This is an optimization exercise on Yosys and OpenROAD, whose aim is small area, a short achievable clock period and few clock cycles per item, not a production implementation. The RTL was checked by simulation tests, not by an equivalence proof against the original design.

--- flow/config.mk ---
export PLATFORM = sky130hd
export DESIGN_NAME = tetrisGame
export DESIGN_NICKNAME = tetrisGame
export VERILOG_FILES = /design/flow/design.v
export SDC_FILE = /design/flow/constraint.sdc
export NUM_CORES = 8
export LEC_CHECK = 0
export CAP_MARGIN = 20
export CORE_MARGIN = 2
export CORE_UTILIZATION = 30
export SLEW_MARGIN = 20
--- flow/run.sh ---
#!/bin/bash
# synth_recipe.tcl (not shown) runs the flow's synth.tcl, then flattens the netlist and writes it again
# the make line also repeats each setting of config.mk as NAME=value (left out here)
make -C /OpenROAD-flow-scripts/flow DESIGN_CONFIG=/design/flow/config.mk WORK_HOME=/design/flow/orfs CLKGATE_MAP_FILE= SYNTH_SCRIPT=/design/flow/synth_recipe.tcl finish
--- flow/constraint.sdc ---
create_clock -name core_clock -period 10.0 [get_ports {count}]
set_input_delay 2.0000 -clock core_clock [delete_from_list [all_inputs] [get_ports {count}]]
set_output_delay 2.0000 -clock core_clock [all_outputs]
set_load 0.01 [all_outputs]
--- flow/design.v ---
`timescale 1ns/100ps
module shapeTable (
	input logic [4:0] anchorRow,
	input logic [4:0] anchorCol,
	input logic [3:0] shape,
	output logic [19:0] cellRow,
	output logic [19:0] cellCol,
	output logic inBounds
);
	function automatic logic [15:0] shapeOffsets(input logic [3:0] s);
		case (s)
			4'd2: shapeOffsets = 16'h0156;
			4'd3: shapeOffsets = 16'h4158;
			4'd4: shapeOffsets = 16'h0123;
			4'd5: shapeOffsets = 16'h048C;
			4'd6: shapeOffsets = 16'h0456;
			4'd7: shapeOffsets = 16'h0148;
			4'd8: shapeOffsets = 16'h0126;
			4'd9: shapeOffsets = 16'h8159;
			4'd10: shapeOffsets = 16'h0125;
			4'd11: shapeOffsets = 16'h4159;
			4'd12: shapeOffsets = 16'h4156;
			4'd13: shapeOffsets = 16'h0458;
			default: shapeOffsets = 16'h0145;
		endcase
	endfunction
	logic [15:0] offsets;
	assign offsets = shapeOffsets(shape);
	always_comb begin
		logic [5:0] rowSum;
		logic [5:0] colSum;
		logic [1:0] rowOffset;
		logic [1:0] colOffset;
		inBounds = 1'b1;
		cellRow = '0;
		cellCol = '0;
		for (int i = 0; i < 4; i++) begin
			rowOffset = offsets[15 - 4*i -: 2];
			colOffset = offsets[13 - 4*i -: 2];
			rowSum = {1'b0, anchorRow} + {4'd0, rowOffset};
			colSum = {1'b0, anchorCol} + {4'd0, colOffset};
			cellRow[5*i +: 5] = rowSum[4:0];
			cellCol[5*i +: 5] = colSum[4:0];
			if (rowSum >= 6'd20) begin
				inBounds = 1'b0;
			end
			if (colSum >= 6'd10) begin
				inBounds = 1'b0;
			end
		end
	end
endmodule
`timescale 1ns/100ps
module playfield (
	input logic count,
	input logic reset,
	input logic [19:0] probeRow,
	input logic [19:0] probeCol,
	output logic probeHit,
	input logic [19:0] activeRow,
	input logic [19:0] activeCol,
	input logic lockPiece,
	output logic clearDone,
	input logic [4:0] readRow,
	output logic [9:0] rowBits
);
	localparam int boardHeight = 20;
	logic [9:0] settled [0:boardHeight-1];
	logic scanning;
	logic [4:0] scanRow;
	logic rowFull;
	function automatic logic [9:0] settledRow(input logic [4:0] row);
		logic [9:0] bits;
		bits = '0;
		for (int r = 0; r < boardHeight; r++) begin
			if (row == 5'(r)) begin
				bits = settled[r];
			end
		end
		settledRow = bits;
	endfunction
	function automatic logic cellSet(input logic [4:0] row, input logic [4:0] col);
		logic [9:0] bits;
		bits = settledRow(row);
		cellSet = |(bits & (10'd1 << col));
	endfunction
	function automatic logic [9:0] pieceBits(input logic [4:0] row);
		logic [9:0] bits;
		bits = '0;
		for (int i = 0; i < 4; i++) begin
			if (activeRow[5*i +: 5] == row) begin
				bits = bits | (10'd1 << activeCol[5*i +: 5]);
			end
		end
		pieceBits = bits;
	endfunction
	always_comb begin
		probeHit = 1'b0;
		for (int i = 0; i < 4; i++) begin
			probeHit = probeHit | cellSet(probeRow[5*i +: 5], probeCol[5*i +: 5]);
		end
	end
	assign rowBits = settledRow(readRow) | pieceBits(readRow);
	assign rowFull = &settledRow(scanRow);
	always_ff @(posedge count) begin
		if (reset) begin
			for (int r = 0; r < boardHeight; r++) begin
				settled[r] <= '0;
			end
			scanning <= 1'b0;
			scanRow <= '0;
			clearDone <= 1'b0;
		end else begin
			clearDone <= 1'b0;
			if (lockPiece) begin
				for (int r = 0; r < boardHeight; r++) begin
					settled[r] <= settled[r] | pieceBits(5'(r));
				end
				scanning <= 1'b1;
				scanRow <= 5'(boardHeight - 1);
			end else if (scanning) begin
				if (rowFull) begin
					settled[0] <= '0;
					for (int r = 1; r < boardHeight; r++) begin
						if (5'(r) <= scanRow) begin
							settled[r] <= settled[r-1];
						end
					end
				end else if (scanRow == '0) begin
					scanning <= 1'b0;
					clearDone <= 1'b1;
				end else begin
					scanRow <= scanRow - 1'b1;
				end
			end
		end
	end
endmodule
`timescale 1ns/100ps
module gameController (
	input logic count,
	input logic reset,
	input logic cmdValid,
	output logic cmdReady,
	input logic [1:0] cmdCode,
	input logic [3:0] pieceKind,
	output logic [15:0] score,
	output logic gameOver,
	output logic [19:0] probeRow,
	output logic [19:0] probeCol,
	input logic probeHit,
	output logic [19:0] activeRow,
	output logic [19:0] activeCol,
	output logic lockPiece,
	input logic clearDone
);
	localparam logic [1:0] cmdNone = 2'd0;
	localparam logic [1:0] cmdLeft = 2'd1;
	localparam logic [1:0] cmdRight = 2'd2;
	localparam logic [1:0] cmdRotate = 2'd3;
	localparam logic [2:0] stSpawn = 3'd0;
	localparam logic [2:0] stIdle = 3'd1;
	localparam logic [2:0] stMoveCheck = 3'd2;
	localparam logic [2:0] stFallCheck = 3'd3;
	localparam logic [2:0] stLock = 3'd4;
	localparam logic [2:0] stClear = 3'd5;
	localparam logic [2:0] stGameOver = 3'd6;
	localparam logic [4:0] spawnCol = 5'd5;
	function automatic logic [3:0] rotateNext(input logic [3:0] s);
		case (s)
			4'd2: rotateNext = 4'd3;
			4'd3: rotateNext = 4'd2;
			4'd4: rotateNext = 4'd5;
			4'd5: rotateNext = 4'd4;
			4'd6: rotateNext = 4'd7;
			4'd7: rotateNext = 4'd8;
			4'd8: rotateNext = 4'd9;
			4'd9: rotateNext = 4'd6;
			4'd10: rotateNext = 4'd11;
			4'd11: rotateNext = 4'd12;
			4'd12: rotateNext = 4'd13;
			4'd13: rotateNext = 4'd10;
			default: rotateNext = 4'd1;
		endcase
	endfunction
	logic [2:0] state;
	logic [1:0] command;
	logic [4:0] anchorRow;
	logic [4:0] anchorCol;
	logic [3:0] shape;
	logic [4:0] candRow;
	logic [4:0] candCol;
	logic [3:0] candShape;
	logic candInBounds;
	logic candFits;
	logic takeCandidate;
	logic [3:0] spawnShape;
	always_comb begin
		case (pieceKind)
			4'd1, 4'd2, 4'd4, 4'd6, 4'd10: spawnShape = pieceKind;
			default: spawnShape = 4'd1;
		endcase
	end
	always_comb begin
		candRow = anchorRow;
		candCol = anchorCol;
		candShape = shape;
		case (state)
			stSpawn: begin
				candRow = '0;
				candCol = spawnCol;
				candShape = spawnShape;
			end
			stMoveCheck: begin
				case (command)
					cmdLeft: candCol = anchorCol - 1'b1;
					cmdRight: candCol = anchorCol + 1'b1;
					cmdRotate: candShape = rotateNext(shape);
					default: candShape = shape;
				endcase
			end
			stFallCheck: begin
				candRow = anchorRow + 1'b1;
			end
			default: begin
				candShape = shape;
			end
		endcase
	end
	shapeTable cells (
		.anchorRow(candRow),
		.anchorCol(candCol),
		.shape(candShape),
		.cellRow(probeRow),
		.cellCol(probeCol),
		.inBounds(candInBounds)
	);
	assign candFits = candInBounds && !probeHit;
	assign cmdReady = (state == stIdle);
	assign gameOver = (state == stGameOver);
	assign lockPiece = (state == stLock);
	always_ff @(posedge count) begin
		if (reset) begin
			state <= stSpawn;
			command <= cmdNone;
			score <= '0;
		end else begin
			case (state)
				stSpawn: begin
					state <= candFits ? stIdle : stGameOver;
				end
				stIdle: begin
					if (cmdValid) begin
						command <= cmdCode;
						state <= stMoveCheck;
					end
				end
				stMoveCheck: begin
					state <= stFallCheck;
				end
				stFallCheck: begin
					state <= candFits ? stIdle : stLock;
				end
				stLock: begin
					score <= score + 1'b1;
					state <= stClear;
				end
				stClear: begin
					if (clearDone) begin
						state <= stSpawn;
					end
				end
				stGameOver: begin
					state <= stGameOver;
				end
				default: begin
					state <= stSpawn;
				end
			endcase
		end
	end
	assign takeCandidate = (state == stSpawn) ||
		(candFits && (state == stMoveCheck || state == stFallCheck));
	always_ff @(posedge count) begin
		if (takeCandidate) begin
			anchorRow <= candRow;
			anchorCol <= candCol;
			shape <= candShape;
			activeRow <= probeRow;
			activeCol <= probeCol;
		end
	end
endmodule
`timescale 1ns/100ps
module tetrisGame (
	input logic count,
	input logic reset,
	input logic cmdValid,
	output logic cmdReady,
	input logic [1:0] cmdCode,
	input logic [3:0] pieceKind,
	input logic [4:0] readRow,
	output logic [9:0] rowBits,
	output logic [15:0] score,
	output logic gameOver
);
	logic [19:0] probeRow;
	logic [19:0] probeCol;
	logic probeHit;
	logic [19:0] activeRow;
	logic [19:0] activeCol;
	logic lockPiece;
	logic clearDone;
	gameController controller (
		.count(count),
		.reset(reset),
		.cmdValid(cmdValid),
		.cmdReady(cmdReady),
		.cmdCode(cmdCode),
		.pieceKind(pieceKind),
		.score(score),
		.gameOver(gameOver),
		.probeRow(probeRow),
		.probeCol(probeCol),
		.probeHit(probeHit),
		.activeRow(activeRow),
		.activeCol(activeCol),
		.lockPiece(lockPiece),
		.clearDone(clearDone)
	);
	playfield field (
		.count(count),
		.reset(reset),
		.probeRow(probeRow),
		.probeCol(probeCol),
		.probeHit(probeHit),
		.activeRow(activeRow),
		.activeCol(activeCol),
		.lockPiece(lockPiece),
		.clearDone(clearDone),
		.readRow(readRow),
		.rowBits(rowBits)
	);
endmodule
==> out/metrics.yaml <==
die:
  fp-row-count: 121
  design.portCount: 42
  core_area_um2: 108000
  full_die_area_um2: 112000
  die_x_um: 334
  floorplan.initialDensity_pct: 30.2
  die_h_um: 334
critical_path:
  critical_path_depth: 32
  cp_num_buf_inv: 7
  critPathLaunch: "pieceKind[1]"
  critical_path_cell_with_the_highest_stage_delay: "sky130_fd_sc_hd__nor4_1"
  worst-r2r-cell-count: 31
  critPathMaxFanout: 15
  timing.reg2reg.setup_slack_ns: 1.55
  crit_path_max_incr_delay_ns: 0.60
  critical_path_required_ns: 10.52
  critical_path_class: "input port to register"
  worstSetupEndpointType: "register"
  crit_arrival_ns: 9.66
  worst_path_dominant_cell_family: "simple AND/OR/NAND/NOR gates"
  worstSetupStartpointType: "input port"
  regToRegStartpoint: "controller.state[1]$_SDFFE_PP0P_"
sta:
  whs_ns: 0.471
  final-hold-violation-count: 0
  layout_min_cycle_time_ns: 9.14
  finClkSkew_ns: 0.0571
  worst_slew_margin_pct: 8.57
  setup-violations-final: 0
  achievable-frequency_mhz: 109
  final.setup.tns_ns: 0
  max_slew.worst_pin.slew_ns: 1.37
  slew_viol_final: 0
  rsz0062_at_grt: "false"
  final.period_utilization_pct: 91.4
clock_tree:
  ctsRootBufferMaster: "sky130_fd_sc_hd__clkbuf_16"
  cts-root-to-sink-buffers: 3
  total_cts_buffers: 40
  clock_insertion_delay_worst_skew_ns: 0.64
  tritoncts: "done"
  post_cts_buffers: 0
  cts.clk_slew.worst_paths_ns: 0.06
  cts_resized: 0
  cts.sinks: 281
  h-tree-depth: 2
  ctsHoldBuffers: 0
synth:
  yosys_warning_count: 4
  synth_seq_area_share_pct: 18.7
  avgSynthCellArea_um2: 6.90
  netlist_instances: 4734
  netlist.area_leader.share_pct: 14.2
  synth_seq_cells: 281
  post-synth-top-area-cell: "sky130_fd_sc_hd__dfxtp_1"
  synth.cell_area_um2: 32700
  top_ff_cell_synth: "sky130_fd_sc_hd__dfxtp_1"
  synth_nets: 4792
  synth.area.top_cells: "sky130_fd_sc_hd__dfxtp_1 14%, sky130_fd_sc_hd__o22ai_1 7.1%, sky130_fd_sc_hd__nor2_1 6.6%"
  post_synth_num_cell_types: 119
  ys_async_sr_fraction_pct: 0
  synth_enable_flop_cells: 49
global_routing:
  grt_pass1_vias: 41600
  grt_first_pass_wirelength_mm: 354
  total_global_route_track_usage_pct: 45.4
  globalRoute.totalOverflow: 0
  pin_count_of_the_biggest_net_entering_global_routing: 143
  antenna_found_initial: 43
drt:
  drt-total-wl_mm: 264
  drt-initial-drc-count: 9835
  first_pass_iters: 11
  detail_route.wl_per_cell_um: 43.2
  post-route-drc-count: 0
  drt-vias-per-instance: 7.61
  vias: 46500
  postRouteAntennaNets: 0
finish:
  syn_to_final_growth_pct: 13.3
  fin_nets: 4668
  layout-drive-gt1-share_pct: 13.4
  mostFrequentLayoutCells: "577 x sky130_fd_sc_hd__nor2_1, 499 x sky130_fd_sc_hd__nand2_1, 370 x sky130_fd_sc_hd__o22ai_1"
  finish.cell_count_without_fillers: 6110
  final_core_util_pct: 34.2
  most_common_library_cell_in_the_layout_ignoring_fill_and_taps: "sky130_fd_sc_hd__nor2_1"
placement:
  post-dp-hpwl_mm: 181
  routability_congestion: 1.15
  numPortBuffers: 41
  placed_cells: 5981
run:
  max_cap_viol_count: 0
run_status:
  status: "no timing/DRC/antenna violations"
min_path:
  worst_hold_path_type: "register to register"
-- layout make-up --
type                            count  area (um2)
Multi-Input combinational cell   3821       24300
Tap cell                         1414        1770
Sequential cell                   281        6120
Fill cell                       11600       71400
Inverter                           83         314
Antenna cell                       56         140
Timing Repair Buffer              383        3050
Clock buffer                       46        1040
Clock inverter                     26         330
-- tightest hold or removal path, delay by kind of cell, from the launching register on --
kind	cells	cell delay, ns
and+or+nand+nor	1	0.06
DFF	1	0.32
AOI/OAI and AO/OA	1	0.05
-- cell families after synthesis --
kind of cell | Yosys count | share of synthesized area (%)
AO/OA/AOI/OAI | 1555 | 32.0
XOR/XNOR | 56 | 1.60
adder cells (fa/ha/maj) | 44 | 1.82
buffers and inverters | 632 | 7.63
flip-flops | 281 | 18.7
multiplexers | 208 | 9.39
AND/OR/NAND/NOR | 1958 | 28.8
-- metal layers --
layer / share of wire (%) / track usage [%] / routed length, um
met5: 0.24 / 3.04 / 636
met4: 10 / 36.3 / 27300
met3: 17 / 25.0 / 45200
met2: 37 / 59.4 / 97100
met1: 36 / 53.5 / 93900
-- cells in the mapped netlist, types with 60 or more instances --
cell / n
sky130_fd_sc_hd__a22oi_1: 61
sky130_fd_sc_hd__nor3_1: 142
sky130_fd_sc_hd__mux2i_1: 95
sky130_fd_sc_hd__a211oi_1: 74
sky130_fd_sc_hd__a21oi_1: 339
sky130_fd_sc_hd__or3_1: 118
sky130_fd_sc_hd__o221ai_1: 60
sky130_fd_sc_hd__clkbuf_1: 405
sky130_fd_sc_hd__o21ai_0: 180
sky130_fd_sc_hd__nand3_1: 129
sky130_fd_sc_hd__dfxtp_1: 232
sky130_fd_sc_hd__buf_1: 78
sky130_fd_sc_hd__o22ai_1: 370
sky130_fd_sc_hd__inv_1: 70
sky130_fd_sc_hd__nand2_1: 503
sky130_fd_sc_hd__nor4_1: 183
sky130_fd_sc_hd__mux4_2: 75
sky130_fd_sc_hd__nor2_1: 577
sky130_fd_sc_hd__nor2b_1: 61
-- how the worst min path moves through the flow --
stage	startpoint	to	slack, ns	cells past startpoint
floorplan	controller.command[0]$_SDFFE_PP0P_	controller.command[0]$_SDFFE_PP0P_	0.45	2
detailed placement	field.settled[3][4]$_SDFFE_PP0P_	field.settled[3][4]$_SDFFE_PP0P_	0.46	2
CTS	field.settled[3][4]$_SDFFE_PP0P_	field.settled[3][4]$_SDFFE_PP0P_	0.47	2
finish	field.settled[3][4]$_SDFFE_PP0P_	field.settled[3][4]$_SDFFE_PP0P_	0.47	2
global route	controller.command[1]$_SDFFE_PP0P_	controller.command[1]$_SDFFE_PP0P_	0.50	2
global placement	field.settled[3][4]$_SDFFE_PP0P_	field.settled[3][4]$_SDFFE_PP0P_	0.46	2
-- through the flow --
| stage | area [um2] | worst slack, ns |
|---|---|---|
| CTS | 36900 | 0.842 |
| global route | 36900 | 0.257 |
| detailed placement | 35500 | 0.230 |
| floorplan | 32700 | 0.950 |
| finish | 37000 | 0.865 |
| global placement | 35500 | 0.197 |
-- registers in the layout (all words and copies together) (netlist names), named ones only --
signal / flops
controller.command: 2
controller.activeRow: 20
controller.shape: 4
controller.anchorCol: 4
field.scanRow: 5
controller.anchorRow: 5
field.scanning: 1
field.settled: 200
controller.activeCol: 16
field.clearDone: 1
controller.score: 16
controller.state: 3
Testbench counts, summed over its fixed seeds: cycles 107,406, items 24,000.

## what the ideal ports hide
How much do the figures lean on ideal ports? The routed layout below was timed once more, with nothing changed but the port constraints.
Step 1, drivers: a clkbuf_16 drives count and a buf_2 each remaining input, both assumed.
Step 2 also shifts input and output timing later by t, the mid clock arrival at the registers, as if the neighbouring blocks saw the same clock.
Three values: ideal ports, drivers, drivers and shift; two values: the first two.
shift t [ns]: 0.669
slack for setup (ns): 0.865 / 0.901 / 0.232
slew at the worst register clock pin (ns): 0.07 / 0.07
worst slew at a driven data input, ns: 0.07
cell pins on the clock port's net: 1
After both steps this run still meets setup and hold. For this run, drivers alone change the setup slack by +0.036 ns; drivers and shift together by -0.633 ns.
